This design comes from an exercise in tuning for small area, a short achievable clock period and few clock cycles on the open sky130 flow, not from production work.
RTL that was checked went through simulation tests only; none was proved equivalent to the original.
For run 1, only the layout was checked, not whether the RTL still works.

==> flow/design.v (outline; a module is shown in full before it is edited, if it fits) <==
// module conv_mac: 5785 lines
// module conv_fa: 4 lines
// module conv_hai: 4 lines
// module conv2d_stream: 342 lines
module conv2d_stream
#(
    parameter int DW     = conv_pkg::DEF_DW,
    parameter int MAXDIM = conv_pkg::DEF_MAXDIM,
    parameter int MAXK   = conv_pkg::DEF_MAXK,
    parameter int DIMW   = $clog2(MAXDIM),
    parameter int KW     = $clog2(MAXK),
    parameter int AW     = 2*DW + 2*KW
) (
    input  logic            clk,
    input  logic            rstN,
    input  logic            start,
    input  logic [DIMW-1:0] inRow,
    input  logic [DIMW-1:0] inCol,
    input  logic [KW-1:0]   kerRow,
    input  logic [KW-1:0]   kerCol,
    input  logic            stride,
    input  logic [DW-1:0]   inData,
    input  logic            inValid,
    output logic            inReady,
    output logic [AW-1:0]   outMatrix,
    output logic            outValid,
    input  logic            outReady,
    output logic            busy,
    output logic            done,
    output logic            err
);
  // ...
==> flow/flow/run.sh <==
#!/bin/bash
# Own layout flow: the standard synthesis unchanged, then the standard
# ORFS layout with plain buffers on the ports (instead of delay cells) and a
# larger setup margin for the resizer's timing repair. Each call's full
# output goes to its own log in this folder; ORFS keeps per-step logs under
# orfs/logs.
set -euo pipefail
bash standard.sh synth > synth.log 2>&1
bash standard.sh \
    BUFFER_PORTS_ARGS="-buffer_cell sky130_fd_sc_hd__buf_4" \
    SETUP_SLACK_MARGIN=7.5 \
    finish > layout.log 2>&1
==> flow/standard.sh <==
#!/bin/bash
# synth_recipe.tcl (not shown) runs the flow's synth.tcl, then flattens the netlist and writes it again
# the make line also repeats each setting of config.mk as NAME=value (left out here)
make -C /OpenROAD-flow-scripts/flow DESIGN_CONFIG=/design/flow/config.mk WORK_HOME=/design/flow/orfs CLKGATE_MAP_FILE= SYNTH_SCRIPT=/design/flow/synth_recipe.tcl "${@:-finish}"
==> flow/config.mk <==
export PLATFORM = sky130hd
export DESIGN_NAME = conv2d_stream
export DESIGN_NICKNAME = conv2d_stream
export VERILOG_FILES = /design/flow/design.v
export SDC_FILE = /design/flow/constraint.sdc
export NUM_CORES = 4
export LEC_CHECK = 0
export CAP_MARGIN = 20
export CORE_MARGIN = 2
export CORE_UTILIZATION = 60
export CTS_CLUSTER_DIAMETER = 60
export CTS_CLUSTER_SIZE = 30
export SLEW_MARGIN = 20
export SYNTH_HIERARCHICAL = 1
export SYNTH_MINIMUM_KEEP_SIZE = 0
==> flow/constraint.sdc <==
create_clock -name core_clock -period 11.0 [get_ports {clk}]
set_input_delay 2.2000 -clock core_clock [delete_from_list [all_inputs] [get_ports {clk}]]
set_output_delay 2.2000 -clock core_clock [all_outputs]
set_load 0.01 [all_outputs]
==> results_dict.tcl, run 1 <==
set metrics [dict create \
    cts_tree "yes" \
    first_global_vias 58700 \
    synth.most_common_cell "edfxtp_1" \
    crit_path_end_kind "output port" \
    whs_ns 0.330 \
    synth_top_cell_area_share_pct 56.8 \
    start_util_pct 60.2 \
    fmax_mhz 274 \
    cts_setup_buffers 105 \
    antenna_cells 3 \
    ys.flop_type "edfxtp_1" \
    cts_inserted_buffers 176 \
    seq_area_frac_synth_pct 67.2 \
    nClkBuffers 194 \
    num_rows 165 \
    slew_headroom_pct 17.5 \
    rsz0062_at_grt "true" \
    clock_area_share_pct 4.74 \
    regMostFlops "arr" \
    layout.nonclk_buf_share_pct 1.81 \
    hpwlAfterDp_um 195000 \
    worstReg2RegStart "ker[3][1]$_DFFE_PP_" \
    rrSetupSlack_ns 7.49 \
    worstPathMaxFanout 2 \
    status "timing/DRC/antenna clean" \
    synth_nets 8271 \
]
==> module conv2d_stream, before the edit <==
module conv2d_stream
#(
    parameter int DW     = conv_pkg::DEF_DW,
    parameter int MAXDIM = conv_pkg::DEF_MAXDIM,
    parameter int MAXK   = conv_pkg::DEF_MAXK,
    parameter int DIMW   = $clog2(MAXDIM),
    parameter int KW     = $clog2(MAXK),
    parameter int AW     = 2*DW + 2*KW
) (
    input  logic            clk,
    input  logic            rstN,
    input  logic            start,
    input  logic [DIMW-1:0] inRow,
    input  logic [DIMW-1:0] inCol,
    input  logic [KW-1:0]   kerRow,
    input  logic [KW-1:0]   kerCol,
    input  logic            stride,
    input  logic [DW-1:0]   inData,
    input  logic            inValid,
    output logic            inReady,
    output logic [AW-1:0]   outMatrix,
    output logic            outValid,
    input  logic            outReady,
    output logic            busy,
    output logic            done,
    output logic            err
);
    localparam int NP = 1 + conv_pkg::MAC_CUTS;
    localparam int NQ = NP + 2;
    logic [DIMW-1:0] inRow_q, inCol_q;
    logic [KW-1:0]   kerRow_q, kerCol_q;
    logic            stride_q;
    logic            busy_q;
    logic            busyN_q, inRdyN_q, ovN_q;
    always_ff @(posedge clk) begin
        if (busyN_q) begin
            inRow_q  <= inRow;
            inCol_q  <= inCol;
            kerRow_q <= kerRow;
            kerCol_q <= kerCol;
            stride_q <= stride;
        end
    end
    logic accept, legal;
    assign accept = start && busyN_q;
    assign legal  = (kerRow <= inRow) && (kerCol <= inCol);
    logic [DIMW-1:0] lastOR_q, lastOC_q;
    logic [DIMW-1:0] diffR, diffC;
    assign diffR = inRow_q - DIMW'(kerRow_q);
    assign diffC = inCol_q - DIMW'(kerCol_q);
    always_ff @(posedge clk) begin
        lastOR_q <= stride_q ? (diffR >> 1) : diffR;
        lastOC_q <= stride_q ? (diffC >> 1) : diffC;
    end
    logic            inReady_q, phImg_q, phComp_q, done_q, err_q;
    logic            inReady_d, phImg_d, phComp_d, busy_d;
    logic [DIMW-1:0] icol_q, irow_q, icol_d, irow_d;
    logic [KW-1:0]   kcol_q, krow_q, kcol_d, krow_d;
    logic [DIMW-1:0] align_q, align_d;
    logic            shupL_q, shupL_d;
    logic [DIMW-1:0] ocol_q, orow_q, base_q, ocol_d, orow_d, base_d;
    logic            lastc_q, lastr_q, bub_q;
    logic            lastc_d, lastr_d, bub_d, rdy_d;
    logic            iss_q, iss_d, arrSh_q, arrSh_d;
    logic [NP-1:0]   vp_q, lp_q;
    logic [AW-1:0]   O_q;
    logic            ovQ, olastQ, pop;
    logic [2:0]      cnt_q, cnt_d;
    logic            room;
    logic xfer, imgX, kerX, lastImg, lastKer;
    logic issue, rowEnd;
    assign xfer    = inValid && !inRdyN_q;
    assign imgX    = xfer && phImg_q;
    assign kerX    = xfer && !phImg_q;
    assign lastImg = (icol_q == inCol_q) && (irow_q == inRow_q);
    assign lastKer = (kcol_q == kerCol_q) && (krow_q == kerRow_q);
    assign issue  = iss_q;
    assign rowEnd = issue && lastc_q && !lastr_q;
    always_comb begin
        busy_d    = !busyN_q;
        inReady_d = !inRdyN_q;
        phImg_d   = phImg_q;
        phComp_d  = phComp_q;
        icol_d    = icol_q;
        irow_d    = irow_q;
        kcol_d    = kcol_q;
        krow_d    = krow_q;
        ocol_d    = ocol_q;
        orow_d    = orow_q;
        base_d    = base_q;
        lastc_d   = lastc_q;
        lastr_d   = lastr_q;
        if (busyN_q) begin
            busy_d    = accept && legal;
            inReady_d = accept && legal;
            phImg_d   = accept && legal;
            icol_d    = '0;
            irow_d    = '0;
            kcol_d    = '0;
            krow_d    = '0;
        end else if (done_q) begin
            busy_d = 1'b0;
        end
        if (imgX) begin
            if (icol_q == inCol_q) begin
                icol_d = '0;
                irow_d = irow_q + 1'b1;
            end else begin
                icol_d = icol_q + 1'b1;
            end
            if (lastImg) phImg_d = 1'b0;
        end
        if (kerX) begin
            if (kcol_q == kerCol_q) begin
                kcol_d = '0;
                krow_d = krow_q + 1'b1;
            end else begin
                kcol_d = kcol_q + 1'b1;
            end
            if (lastKer) begin
                inReady_d = 1'b0;
                phComp_d  = 1'b1;
            end
        end
        if (phImg_q) begin
            align_d = ~inRow_q;
            shupL_d = imgX && (icol_q == '0) && (irow_q != '0);
        end else if (align_q != '0) begin
            align_d = align_q - 1'b1;
            shupL_d = 1'b1;
        end else begin
            align_d = align_q;
            shupL_d = 1'b0;
        end
        bub_d = rowEnd && stride_q;
        if (!phComp_q) begin
            ocol_d  = '0;
            orow_d  = '0;
            base_d  = '0;
            lastc_d = (lastOC_q == '0);
            lastr_d = (lastOR_q == '0);
        end else if (issue) begin
            if (lastc_q) begin
                ocol_d  = '0;
                base_d  = '0;
                lastc_d = (lastOC_q == '0);
                orow_d  = orow_q + 1'b1;
                lastr_d = ((orow_q + 1'b1) == lastOR_q);
                if (lastr_q) phComp_d = 1'b0;
            end else begin
                ocol_d  = ocol_q + 1'b1;
                base_d  = base_q + (stride_q ? 4'd2 : 4'd1);
                lastc_d = ((ocol_q + 1'b1) == lastOC_q);
            end
        end
        rdy_d = phComp_d && !bub_d && !shupL_d && (align_d == '0);
        iss_d = rdy_d && room;
        arrSh_d = shupL_d || bub_d || (iss_d && lastc_d && !lastr_d);
    end
    always_ff @(posedge clk or negedge rstN) begin
        if (!rstN) begin
            busy_q    <= 1'b0;
            inReady_q <= 1'b0;
            busyN_q   <= 1'b1;
            inRdyN_q  <= 1'b1;
            phImg_q   <= 1'b0;
            phComp_q  <= 1'b0;
            done_q    <= 1'b0;
            err_q     <= 1'b0;
            icol_q    <= '0;
            irow_q    <= '0;
            kcol_q    <= '0;
            krow_q    <= '0;
            align_q   <= '0;
            shupL_q   <= 1'b0;
            ocol_q    <= '0;
            orow_q    <= '0;
            base_q    <= '0;
            lastc_q   <= 1'b0;
            lastr_q   <= 1'b0;
            bub_q     <= 1'b0;
            iss_q     <= 1'b0;
            arrSh_q   <= 1'b0;
        end else begin
            busy_q    <= busy_d;
            inReady_q <= inReady_d;
            busyN_q   <= !busy_d;
            inRdyN_q  <= !inReady_d;
            phImg_q   <= phImg_d;
            phComp_q  <= phComp_d;
            done_q    <= pop && olastQ;
            err_q     <= accept && !legal;
            icol_q    <= icol_d;
            irow_q    <= irow_d;
            kcol_q    <= kcol_d;
            krow_q    <= krow_d;
            align_q   <= align_d;
            shupL_q   <= shupL_d;
            ocol_q    <= ocol_d;
            orow_q    <= orow_d;
            base_q    <= base_d;
            lastc_q   <= lastc_d;
            lastr_q   <= lastr_d;
            bub_q     <= bub_d;
            iss_q     <= iss_d;
            arrSh_q   <= arrSh_d;
        end
    end
    logic [DW-1:0]        din_q;
    logic [MAXDIM-1:0]    wimg_q;
    logic [MAXK*MAXK-1:0] wker_q;
    logic                 kclr_q;
    always_ff @(posedge clk) begin
        din_q <= inData;
    end
    always_ff @(posedge clk or negedge rstN) begin
        if (!rstN) begin
            wimg_q <= '0;
            wker_q <= '0;
            kclr_q <= 1'b0;
        end else begin
            kclr_q <= accept;
            for (int c = 0; c < MAXDIM; c++) begin
                wimg_q[c] <= imgX && (icol_q == DIMW'(c));
            end
            for (int k = 0; k < MAXK; k++) begin
                for (int l = 0; l < MAXK; l++) begin
                    wker_q[k*MAXK+l] <= kerX && (krow_q == KW'(k)) && (kcol_q == KW'(l));
                end
            end
        end
    end
    logic [DW-1:0] arr [MAXDIM][MAXDIM];
    always_ff @(posedge clk) begin
        for (int c = 0; c < MAXDIM; c++) begin
            if (wimg_q[c]) arr[MAXDIM-1][c] <= din_q;
        end
        if (arrSh_q) begin
            for (int r = 0; r < MAXDIM-1; r++) begin
                for (int c = 0; c < MAXDIM; c++) begin
                    arr[r][c] <= arr[r+1][c];
                end
            end
        end
    end
    logic [DW-1:0] ker [MAXK*MAXK];
    always_ff @(posedge clk) begin
        for (int i = 0; i < MAXK*MAXK; i++) begin
            if (kclr_q || wker_q[i]) ker[i] <= kclr_q ? '0 : din_q;
        end
    end
    logic [DW-1:0] tap_d [MAXK*MAXK];
    logic [DW-1:0] tap_q [MAXK*MAXK];
    for (genvar k = 0; k < MAXK; k++) begin : g_row
        logic [DW-1:0] t1 [7];
        for (genvar j = 0; j < 7; j++) begin : g_s1
            assign t1[j] = base_q[3] ? (base_q[2] ? arr[k][(j+12) % 16] : arr[k][j+8])
                                     : (base_q[2] ? arr[k][j+4]         : arr[k][j]);
        end
        for (genvar l = 0; l < MAXK; l++) begin : g_s2
            assign tap_d[k*MAXK+l] = base_q[1] ? (base_q[0] ? t1[l+3] : t1[l+2])
                                               : (base_q[0] ? t1[l+1] : t1[l]);
        end
    end
    always_ff @(posedge clk) begin
        for (int i = 0; i < MAXK*MAXK; i++) tap_q[i] <= tap_d[i];
    end
    logic [MAXK*MAXK*DW-1:0] macA, macB;
    logic [AW-1:0]           sum;
    always_comb begin
        for (int i = 0; i < MAXK*MAXK; i++) begin
            macA[i*DW +: DW] = tap_q[i];
            macB[i*DW +: DW] = ker[i];
        end
    end
    conv_mac u_mac (
        .clk (clk),
        .a   (macA),
        .b   (macB),
        .sum (sum)
    );
    logic [AW-1:0] qd_q [NQ];
    logic          ql_q [NQ];
    logic [2:0]    qw_q, qr_q, qn_q, qr1;
    logic          vin, lin, left;
    assign pop  = !ovN_q && outReady;
    assign vin  = vp_q[NP-1];
    assign lin  = lp_q[NP-1];
    assign qr1  = (qr_q == 3'(NQ-1)) ? '0 : qr_q + 1'b1;
    assign left = pop ? (qn_q > 3'd1) : (qn_q != '0);
    logic [2:0] cntInc, cntDec;
    logic       lt0, lt1;
    assign cntInc = cnt_q + 1'b1;
    assign cntDec = cnt_q - 1'b1;
    assign lt0    = (cnt_q < 3'(NQ));
    assign lt1    = (cnt_q < 3'(NQ-1));
    always_comb begin
        case ({issue, pop})
            2'b10:   begin cnt_d = cntInc; room = lt1;  end
            2'b01:   begin cnt_d = cntDec; room = 1'b1; end
            default: begin cnt_d = cnt_q;  room = lt0;  end
        endcase
    end
    always_ff @(posedge clk or negedge rstN) begin
        if (!rstN) begin
            vp_q   <= '0;
            lp_q   <= '0;
            ovQ    <= 1'b0;
            ovN_q  <= 1'b1;
            olastQ <= 1'b0;
            cnt_q  <= '0;
            qw_q   <= '0;
            qr_q   <= '0;
            qn_q   <= '0;
        end else begin
            vp_q   <= NP'({vp_q, issue});
            lp_q   <= NP'({lp_q, issue && lastc_q && lastr_q});
            cnt_q  <= cnt_d;
            ovQ    <= left || vin;
            ovN_q  <= !(left || vin);
            olastQ <= left ? (pop ? ql_q[qr1] : ql_q[qr_q]) : lin;
            if (vin) qw_q <= (qw_q == 3'(NQ-1)) ? '0 : qw_q + 1'b1;
            if (pop) qr_q <= qr1;
            qn_q <= qn_q + 3'(vin) - 3'(pop);
        end
    end
    always_ff @(posedge clk) begin
        O_q <= left ? (pop ? qd_q[qr1] : qd_q[qr_q]) : sum;
        for (int i = 0; i < NQ; i++) begin
            if (vin && (qw_q == 3'(i))) begin
                qd_q[i] <= sum;
                ql_q[i] <= lin;
            end
        end
    end
    assign inReady   = inReady_q;
    assign outMatrix = O_q;
    assign outValid  = ovQ;
    assign busy      = busy_q;
    assign done      = done_q;
    assign err       = err_q;
endmodule
==> inputs of run 2 (changes only) <==
--- a/flow/design.v
+++ b/flow/design.v
@@ -5830,7 +5830,7 @@
     logic [KW-1:0]   kerRow_q, kerCol_q;
     logic            stride_q;
     logic            busy_q;
-    logic            busyN_q, inRdyN_q, ovN_q;
+    logic            busyN_q, inRdyN_q, ovN_q, doneN_q;
     always_ff @(posedge clk) begin
         if (busyN_q) begin
             inRow_q  <= inRow;
@@ -5897,7 +5897,7 @@
             irow_d    = '0;
             kcol_d    = '0;
             krow_d    = '0;
-        end else if (done_q) begin
+        end else if (!doneN_q) begin
             busy_d = 1'b0;
         end
         if (imgX) begin
@@ -5965,6 +5965,7 @@
             phImg_q   <= 1'b0;
             phComp_q  <= 1'b0;
             done_q    <= 1'b0;
+            doneN_q   <= 1'b1;
             err_q     <= 1'b0;
             icol_q    <= '0;
             irow_q    <= '0;
@@ -5988,6 +5989,7 @@
             phImg_q   <= phImg_d;
             phComp_q  <= phComp_d;
             done_q    <= pop && olastQ;
+            doneN_q   <= !(pop && olastQ);
             err_q     <= accept && !legal;
             icol_q    <= icol_d;
             irow_q    <= irow_d;
--- a/flow/config.mk
+++ b/flow/config.mk
@@ -8,8 +8,8 @@
 export CAP_MARGIN = 20
 export CORE_MARGIN = 2
 export CORE_UTILIZATION = 60
-export CTS_CLUSTER_DIAMETER = 60
-export CTS_CLUSTER_SIZE = 30
+export CTS_CLUSTER_DIAMETER = 50
+export CTS_CLUSTER_SIZE = 36
 export SLEW_MARGIN = 20
 export SYNTH_HIERARCHICAL = 1
 export SYNTH_MINIMUM_KEEP_SIZE = 0
==> results_dict.tcl, run 2 <==
set metrics [dict create \
    status "timing/DRC/antenna clean" \
    placed_cell_area_sq_um 124000 \
    cts.clk_slew.worst_paths_ns 0.08 \
    cts_root_buf "clkbuf_16" \
    layout.nets 8310 \
    via_per_inst 5.76 \
    crit_arrival_ns 1.45 \
    gr-usage-met1_pct 38.7 \
    first_global_vias 59800 \
    grt_max_degree 203 \
    drc 0 \
    grt_pass1_wl_um 403000 \
    max_stage_delay_ns 0.42 \
    synthTopCellsByCount "edfxtp_1, nand2_1, fa_1" \
    placed_cells 9513 \
    avgSynthCellArea_sq_um 16.9 \
    ys.flop_type "edfxtp_1" \
    yosys-top-cells-area "edfxtp_1, fa_1, dfxtp_1" \
    place.gp.congestion 0.977 \
    met2_usage_pct 41.9 \
    ys_seq_elements 2903 \
    crit_buf_inv 1 \
    worstPathMaxFanout 1 \
    start_util_pct 60.2 \
    fmax_mhz 274 \
    seq_area_frac_synth_pct 67.2 \
    die_w_um 454 \
    synthesis.instances 7167 \
    skew_ns 0.0591 \
    largest_register_ffs 2048 \
    drive_gt1_share_pct 14.4 \
    gr-max-usage-layer "met2" \
    global_route.usage.met3_pct 4.75 \
    rsz0062_at_grt "true" \
    layout_commonest_cell "edfxtp_1" \
    finalNonFillerCells 10100 \
    synth.distinct_cells 76 \
    top_regs "arr: 2048 flops, ker: 128 flops, tap_q: 128 flops" \
    post_drt_wl_per_cell_um 27.3 \
    die_h_um 454 \
    cts_tree "yes" \
    design_area_sq_um 134000 \
    hp-class "flip-flop to flip-flop" \
    required_ns 8.80 \
    async_flop_share_pct 3.27 \
    worst-slew-pin-transition_ns 1.19 \
    grt_overflow_total 0 \
    vias 58300 \
    synth_top_area_cell "edfxtp_1" \
    finalSetupViolCount 0 \
    synth_top_cell_area_share_pct 56.8 \
    crit_path_end_kind "output port" \
    critPathKind "flip-flop to output port" \
    hpwlAfterDp_um 205000 \
    drt_wl_total_um 277000 \
    hold_viol 0 \
    num_rows 165 \
    ios 51 \
    crit_family "flip-flops" \
    grt_use_total_pct 27.6 \
    synth_nets 8269 \
    drt_pass1_iterations 6 \
    fin_crit_sh_pct 33.2 \
    max-cap-violations 0 \
    crit_chain "buf_6" \
    htreeDepth 4 \
    cp-start-kind "flip-flop" \
    cpMaxStageDelayCell "dfrtp_1" \
    clock_path_buffers 3 \
    slew_headroom_pct 20.0 \
    worst_skew_pair.late_latency_ns 0.90 \
    regMostFlops "arr" \
    most-common-layout-cells "edfxtp_1, nand2_1, fa_1" \
    synth-edff-count 2294 \
    io_buffers 50 \
    yosys_warnings 18 \
    syn_area_sq_um 121000 \
    areaGrowthSynthToFinish_pct 10.5 \
    first_iter_violations 6184 \
    period_needed_ns 3.65 \
    cts_sinks 2903 \
    slew_viol_final 0 \
    final_antenna_net_count 0 \
    final_util_pct 66.5 \
    antenna_found_initial 18 \
    cts_inserted_buffers 237 \
    core_sq_um 201000 \
    whs_ns 0.328 \
    die_area_sq_um 206000 \
    synth.most_common_cell "edfxtp_1" \
]
run 2: logic make-up after synthesis:
logic type | Yosys count | synth area share [%]
flops | 2903 | 67.2
simple gates | 1617 | 5.31
fa+ha+maj | 1076 | 17.2
buf+inv | 589 | 2.07
compound gates | 535 | 2.80
mux | 397 | 5.01
xor+xnor | 50 | 0.361
run 2: cell type report:
type                            instances  area (sq um)
Inverter                              152           577
Clock buffer                          258          6180
Sequential cell                      2903         81700
Fill cell                           13600         67500
Timing Repair Buffer                  239          2260
Clock inverter                        198          2530
Multi-Input combinational cell       3675         37400
Antenna cell                           22          55.1
Tap cell                             2672          3340
run 2: per-stage QoR:
step	worst slack, ns	TNS, ns
finish	7.35	0
global route	7.29	0
CTS	7.27	0
detailed placement	6.38	0
global placement	6.33	0
floorplan	-2.66	-5113.17
run 2: path summary, 6_finish.rpt:
path,from,endpoint,slack [ns],cells past startpoint
worst max register to register,ker[3][3]$_DFFE_PP_,u_mac.r2694$_DFF_P_,7.44,6
min in group asynchronous,rstN,wimg_q[9]$_DFF_PN0_,1.39,1
max in group asynchronous,rstN,qr_q[2]$_DFFE_PN0P_,8.32,2
worst max-delay path,busy_q$_DFF_PN0_,busy,7.35,1
worst min register to register,u_mac.r2526$_DFF_P_,u_mac.r3302$_DFF_P_,0.33,0
worst min-delay path,u_mac.r2526$_DFF_P_,u_mac.r3302$_DFF_P_,0.33,0
run 2: per-module statistics from Yosys (local to each module, per instance):
module | cell area (sq um) | times used
conv_fa | 20.0 | 986
conv_mac | 12900 | 1
conv_hai | 27.5 | 22
conv2d_stream | 88100 | 1
run 2: what timing repair did:
action                     4_1_cts  5_1_grt
gates resized for setup        106       45
hold buffers                     0        0
setup endpoints to repair       99      240
pin swaps                        0       13
setup buffers                  104       23
run 2: routing by layer:
layer,vias up,part of all wire [%]
met1,30100,41
met4,0,6.1
met2,2286,46
met5,-,0
met3,522,6.9
li1,25400,-
Testbench counts of run 2, summed over its fixed seeds: cycles 15,401.
==> inputs of run 3 (changes only) <==
--- a/flow/config.mk
+++ b/flow/config.mk
@@ -8,8 +8,8 @@
 export CAP_MARGIN = 20
 export CORE_MARGIN = 2
 export CORE_UTILIZATION = 60
-export CTS_CLUSTER_DIAMETER = 50
-export CTS_CLUSTER_SIZE = 36
+export CTS_CLUSTER_DIAMETER = 70
+export CTS_CLUSTER_SIZE = 35
 export SLEW_MARGIN = 20
 export SYNTH_HIERARCHICAL = 1
 export SYNTH_MINIMUM_KEEP_SIZE = 0
==> results_dict.tcl, run 3 <==
set metrics [dict create \
    top_regs "arr: 2048 flops, ker: 128 flops, tap_q: 128 flops" \
    synth_fa_ha_area_share_pct 17.2 \
    worst-slew-pin-transition_ns 1.27 \
    first_global_vias 58800 \
    async_flop_share_pct 3.27 \
    finalNonFillerCells 9934 \
    die_h_um 454 \
    synth_top_family_by_area "adder cells" \
    synthesis.instances 7167 \
    largest_register_ffs 2048 \
    cpMaxStageDelayCell "dfrtp_1" \
    placed_cell_area_sq_um 124000 \
    crit_family "flip-flops" \
    tns_ns 0 \
    max_stage_delay_ns 0.43 \
    period_needed_ns 3.62 \
    avgSynthCellArea_sq_um 16.9 \
    crit_path_end_kind "output port" \
    grt_max_degree 203 \
    fmax_mhz 276 \
    layout.nets 8223 \
    post_drt_wl_per_cell_um 27.7 \
    yosys-top-cells-area "edfxtp_1, fa_1, dfxtp_1" \
    finalSetupViolCount 0 \
    most-common-layout-cells "edfxtp_1, nand2_1, fa_1" \
    drt_wl_total_um 275000 \
    hold_viol 0 \
    critPathKind "flip-flop to output port" \
    rr_worst_depth 5 \
    final_antenna_net_count 0 \
    grt_pass1_wl_um 398000 \
    cp-start-kind "flip-flop" \
    cp-startpoint "busy_q$_DFF_PN0_" \
    place.gp.congestion 0.977 \
    ys.flop_type "edfxtp_1" \
    critical_path_depth 1 \
    synth.area.mux_share_pct 5.01 \
    areaGrowthSynthToFinish_pct 7.66 \
    worstHoldStart "u_mac.r2526$_DFF_P_" \
    worst_skew_pair.late_latency_ns 0.86 \
    grt_overflow_total 0 \
    core_sq_um 201000 \
    num_rows 165 \
    syn_area_sq_um 121000 \
    io_buffers 50 \
    final_util_pct 64.8 \
    htreeDepth 4 \
    antenna_found_initial 16 \
    clock_path_buffers 3 \
    cts.clk_slew.worst_paths_ns 0.12 \
    first_iter_violations 6346 \
    synth.most_common_cell "edfxtp_1" \
    synth_top_cell_area_share_pct 56.8 \
    via_per_inst 5.79 \
    ios 51 \
    synth_top_area_cell "edfxtp_1" \
    grt_use_total_pct 27.3 \
    drive_gt1_share_pct 12.3 \
    yosys_warnings 18 \
    worstPathMaxFanout 1 \
    required_ns 8.80 \
    synth-simple-area-share_pct 5.31 \
    drt_pass1_iterations 5 \
    synth_xor_area_share_pct 0.361 \
    die_w_um 454 \
    placed_cells 9513 \
    r2r_end "u_mac.r2715$_DFF_P_" \
    crit_arrival_ns 1.42 \
    layout_commonest_cell "edfxtp_1" \
    cts_inserted_buffers 148 \
    fin_crit_sh_pct 32.9 \
    cts_hold_buffers 0 \
    skew_ns 0.0549 \
    max-cap-violations 0 \
    cts_tree "yes" \
    die_area_sq_um 206000 \
    worstReg2RegStart "tap_q[14][5]$_DFF_P_" \
    design_area_sq_um 131000 \
    hp-class "flip-flop to flip-flop" \
    status "timing/DRC/antenna clean" \
    crit_end "busy" \
    crit_chain "buf_6" \
    cts_sinks 2903 \
    hold_depth 0 \
    hpwlAfterDp_um 205000 \
    synth.distinct_cells 76 \
    seq_area_frac_synth_pct 67.2 \
    synth_compound_area_share_pct 2.80 \
    rsz0062_at_grt "true" \
    drc 0 \
    crit_buf_inv 1 \
    start_util_pct 60.2 \
    vias 57500 \
    synth_nets 8269 \
    cts_root_buf "clkbuf_16" \
    synthTopCellsByCount "edfxtp_1, nand2_1, fa_1" \
    synth-edff-count 2294 \
    slew_headroom_pct 15.1 \
    regMostFlops "arr" \
    rrSetupSlack_ns 7.48 \
    slew_viol_final 0 \
    ys_seq_elements 2903 \
]
run 3: cell count changes in the layout (fill, tap and decap cells not counted), moves of 4 or more:
cell	change
clkbuf_16	-90
inv_12	-16
clkinv_4	-18
inv_8	-5
clkinvlp_4	-7
clkbuf_8	-4
clkinv_8	-4
inv_4	-8
fa_2	+8
inv_6	-11
fa_1	-8
clkinv_2	-14
bufinv_16	-7
run 3: worst reg2reg max path, cell delays in order, from the launching register on:
cell,delay [ns]
dfxtp_1,1.02
nand2_1,0.20
fa_1,0.49
fa_1,0.72
fa_1,0.49
fa_1,0.44
run 3: area by class of cell:
cell class / count / area, sq um
sequential: 2903 / 81700
fill: 14000 / 70900
multi-input combinational: 3675 / 37400
clock buffer: 166 / 3880
tap: 2672 / 3340
timing repair buffer: 241 / 2250
clock inverter: 103 / 1440
inverter: 152 / 577
antenna: 22 / 55.1
run 3: worst min-delay path by stage:
stage,end,slack [ns]
global route,u_mac.r3305$_DFF_P_,0.35
global placement,u_mac.r3305$_DFF_P_,0.32
floorplan,u_mac.r3301$_DFF_P_,0.31
CTS,u_mac.r3302$_DFF_P_,0.34
finish,u_mac.r3302$_DFF_P_,0.33
detailed placement,u_mac.r3302$_DFF_P_,0.32
run 3: cells by family after synthesis:
kind of cell    Yosys count
mux                     397
buf+inv                 589
simple gates           1617
xor+xnor                 50
fa+ha+maj              1076
compound gates          535
flops                  2903
run 3: modules after synthesis, one instance, submodules excluded:
module / cells inside / flip-flops and latches / times used / area, sq um
conv2d_stream: 4284 / 2553 / 1 / 88100
conv_mac: 1787 / 350 / 1 / 12900
conv_hai: 5 / 0 / 22 / 27.5
conv_fa: 1 / 0 / 986 / 20.0
run 3: layer usage:
metal  wire [um]  vias up  part of all wire, %  GRT usage (%)
met5          14        -               0.0051              0
met4       16500        2                  6.0           14.7
met3       18100      441                  6.6           4.52
met2      127000     2097                   46           41.4
met1      113000    29900                   41           38.6
li1            -    25100                    -              -
run 3: through the flow:
step / setup WS [ns] / hold WS (ns)
after global routing: 7.31 / 0.346
after floorplan: -2.66 / 0.310
after CTS: 7.29 / 0.336
after detailed placement: 6.38 / 0.318
final: 7.38 / 0.334
after global placement: 6.33 / 0.317
run 3: what timing repair did:
action                                 CTS  global route
pin swaps                                0            27
endpoints found under the hold margin    0             0
cloned                                   0             0
setup endpoints to repair              103           234
gates resized for setup                113            47
setup buffers                          108            21
==> inputs of run 4 (changes only) <==
--- a/flow/flow/run.sh
+++ b/flow/flow/run.sh
@@ -8,5 +8,5 @@
 bash standard.sh synth > synth.log 2>&1
 bash standard.sh \
     BUFFER_PORTS_ARGS="-buffer_cell sky130_fd_sc_hd__buf_4" \
-    SETUP_SLACK_MARGIN=7.5 \
+    SETUP_SLACK_MARGIN=7.45 \
     finish > layout.log 2>&1
==> results_dict.tcl, run 4 <==
set metrics [dict create \
    slew_headroom_pct 14.4 \
    synth-simple-area-share_pct 5.31 \
    async_flop_share_pct 3.27 \
    seq_area_frac_synth_pct 67.2 \
    crit_path_end_kind "flip-flop" \
    critPathKind "flip-flop to flip-flop" \
    cts_root_buf "clkbuf_16" \
    htreeDepth 4 \
    layout_commonest_cell "edfxtp_1" \
    max-cap-violations 0 \
    clock_path_buffers 3 \
    io_buffers 50 \
    synth.most_common_cell "edfxtp_1" \
    cpMaxStageDelayCell "fa_1" \
    yosys-top-cells-area "edfxtp_1, fa_1, dfxtp_1" \
    tns_ns 0 \
    top_regs "arr: 2048 flops, ker: 128 flops, tap_q: 128 flops" \
    cp-start-kind "flip-flop" \
    hold_viol 0 \
    first_iter_violations 6166 \
    hp-class "flip-flop to flip-flop" \
    crit_arrival_ns 4.34 \
    largest_register_ffs 2048 \
    synth_xor_area_share_pct 0.361 \
    n_fill_cell 14000 \
    ys_seq_elements 2903 \
    first_global_vias 58700 \
    synth_compound_area_share_pct 2.80 \
    fin_crit_sh_pct 33.0 \
    final_util_pct 64.8 \
    post_drt_wl_per_cell_um 27.6 \
    drt_pass1_iterations 6 \
    drive_gt1_share_pct 11.9 \
    drt_wl_total_um 274000 \
    start_util_pct 60.2 \
    synth.distinct_cells 76 \
    syn_area_sq_um 121000 \
    synth_top_cell_area_share_pct 56.8 \
    worst_skew_pair.late_latency_ns 0.86 \
    layout.nets 8213 \
    via_per_inst 5.80 \
    final_antenna_net_count 0 \
    status "timing/DRC/antenna clean" \
    grt_overflow_total 0 \
    regMostFlops "arr" \
    synthesis.instances 7167 \
    crit_chain "nand2_1 > fa_1 > fa_1 > fa_1 > fa_1 > fa_1" \
    core_sq_um 201000 \
    drc 0 \
    cts_sinks 2903 \
    hpwlAfterDp_um 205000 \
    skew_ns 0.0561 \
    antenna_found_initial 17 \
    period_needed_ns 3.63 \
    synth.area.mux_share_pct 5.01 \
    max_stage_delay_ns 0.75 \
    required_ns 11.71 \
    grt_pass1_wl_um 398000 \
    synth_fa_ha_area_share_pct 17.2 \
    most-common-layout-cells "edfxtp_1, nand2_1, fa_1" \
    ys.flop_type "edfxtp_1" \
    crit_top_cell "fa_1" \
    areaGrowthSynthToFinish_pct 7.58 \
    cts_inserted_buffers 148 \
    grt_max_degree 203 \
    worstPathMaxFanout 8 \
    yosys_warnings 18 \
    synth-edff-count 2294 \
    grt_use_total_pct 27.3 \
    seq_area_sq_um 81700 \
    multi_input_area_sq_um 37400 \
    num_rows 165 \
    worst-slew-pin-transition_ns 1.28 \
    whs_ns 0.334 \
    synth_nets 8269 \
    slew_viol_final 0 \
    avgSynthCellArea_sq_um 16.9 \
    finalSetupViolCount 0 \
    place.gp.congestion 0.977 \
    cts.clk_slew.worst_paths_ns 0.08 \
    ios 51 \
    vias 57600 \
    fmax_mhz 275 \
    die_area_sq_um 206000 \
    cts_tree "yes" \
    die_h_um 454 \
    synthTopCellsByCount "edfxtp_1, nand2_1, fa_1" \
    die_w_um 454 \
    synth_top_family_by_area "adder cells" \
    rsz0062_at_grt "true" \
    synth_top_area_cell "edfxtp_1" \
]
## run 4: cell types whose count changed in the layout (fill, tap and decap cells not counted), sizes merged
cell   before  now
buf       241  231
diode      22   26
## run 4: critical path: cells and delay by family (launching register included)
family	cells	cell delay, ns
adders and majority gates	5	2.74
DFF	1	0.61
and+or+nand+nor	1	0.17
## run 4: through the flow
stage | worst slack (ns) | instances | instance area [sq um]
floorplan | -2.66 | 7167 | 121000
detailed placement | 6.38 | 9513 | 124000
global route | 7.31 | 9924 | 131000
finish | 7.37 | 9928 | 131000
CTS | 7.29 | 9867 | 130000
global placement | 6.33 | 9512 | 124000
## run 4: worst paths after layout
check	from	to	slack (ns)	depth (start not counted)
worst max-delay path	tap_q[6][2]$_DFF_P_	u_mac.r2694$_DFF_P_	7.37	6
worst min-delay path	u_mac.r2526$_DFF_P_	u_mac.r3302$_DFF_P_	0.33	0
worst max register to register	tap_q[6][2]$_DFF_P_	u_mac.r2694$_DFF_P_	7.37	6
worst min register to register	u_mac.r2526$_DFF_P_	u_mac.r3302$_DFF_P_	0.33	0
max in group asynchronous	rstN	ovQ$_DFF_PN0_	8.31	2
min in group asynchronous	rstN	icol_q[0]$_DFFE_PN0P_	1.41	1
## run 4: cells by family after synthesis
kind of cell,after synthesis
flip-flops,2903
AND/OR/NAND/NOR,1617
adder cells (fa/ha/maj),1076
buffers and inverters,589
AO/OA/AOI/OAI,535
multiplexers,397
XOR/XNOR,50
## run 4: cell type report
class,count,share of cell area [%]
antenna,26,0.0498
inverter,152,0.442
tap,2672,2.56
multi-input combinational,3675,28.6
clock buffer,166,2.97
clock inverter,103,1.11
timing repair buffer,231,1.68
sequential,2903,62.6
## run 4: timing repair
action,4_1_cts,5_1_grt
pin swaps,0,10
buffers inserted,85,34
hold buffers,0,0
endpoints found under the setup margin,81,72
endpoints found under the hold margin,0,0
resized for setup,95,39
## run 4: metal layers
layer  vias to the layer above  track usage, %  share of wire (%)
met1                     29900            38.6                 41
met2                      2138            41.4                 46
met3                       467            4.46                6.6
li1                      25100               -                  -
met4                         2            14.7                6.3
met5                         -               0             0.0044
## run 4: modules after synthesis, one instance, submodules excluded
module	times used	flip-flops and latches
conv2d_stream	1	2553
conv_mac	1	350
conv_hai	22	0
conv_fa	986	0

[static timing again, ports no longer ideal]
Ports are ideal in the flow. The routed layouts listed here were re-timed in OpenROAD. Step 1, drivers: a clkbuf_16 drives clk and a buf_2 each remaining input, both assumed. Step 2 adds t to the input delays and takes it off the output delays; t is the mean of the earliest and latest rising clock arrival at the registers after step 1. Input paths then give back, and output paths get back, about the clock's delay inside the block. a / b / c = no drivers / after step 1 / after step 2; a / b = the first two.
run	t (ns)	setup WS [ns]	clock arrival spread, ns
run 1	0.939	7.357 / 7.260 / 6.954	0.041 / 0.041
run 2	0.958	7.353 / 7.260 / 6.737	0.060 / 0.060
run 3	0.938	7.380 / 7.279 / 6.781	0.062 / 0.062
run 4	0.931	7.366 / 7.285 / 6.729	0.064 / 0.063
After both steps setup and hold are still met in every run listed. For run 4, which loses most, drivers alone change the setup slack by -0.081 ns; drivers and shift together by -0.637 ns.
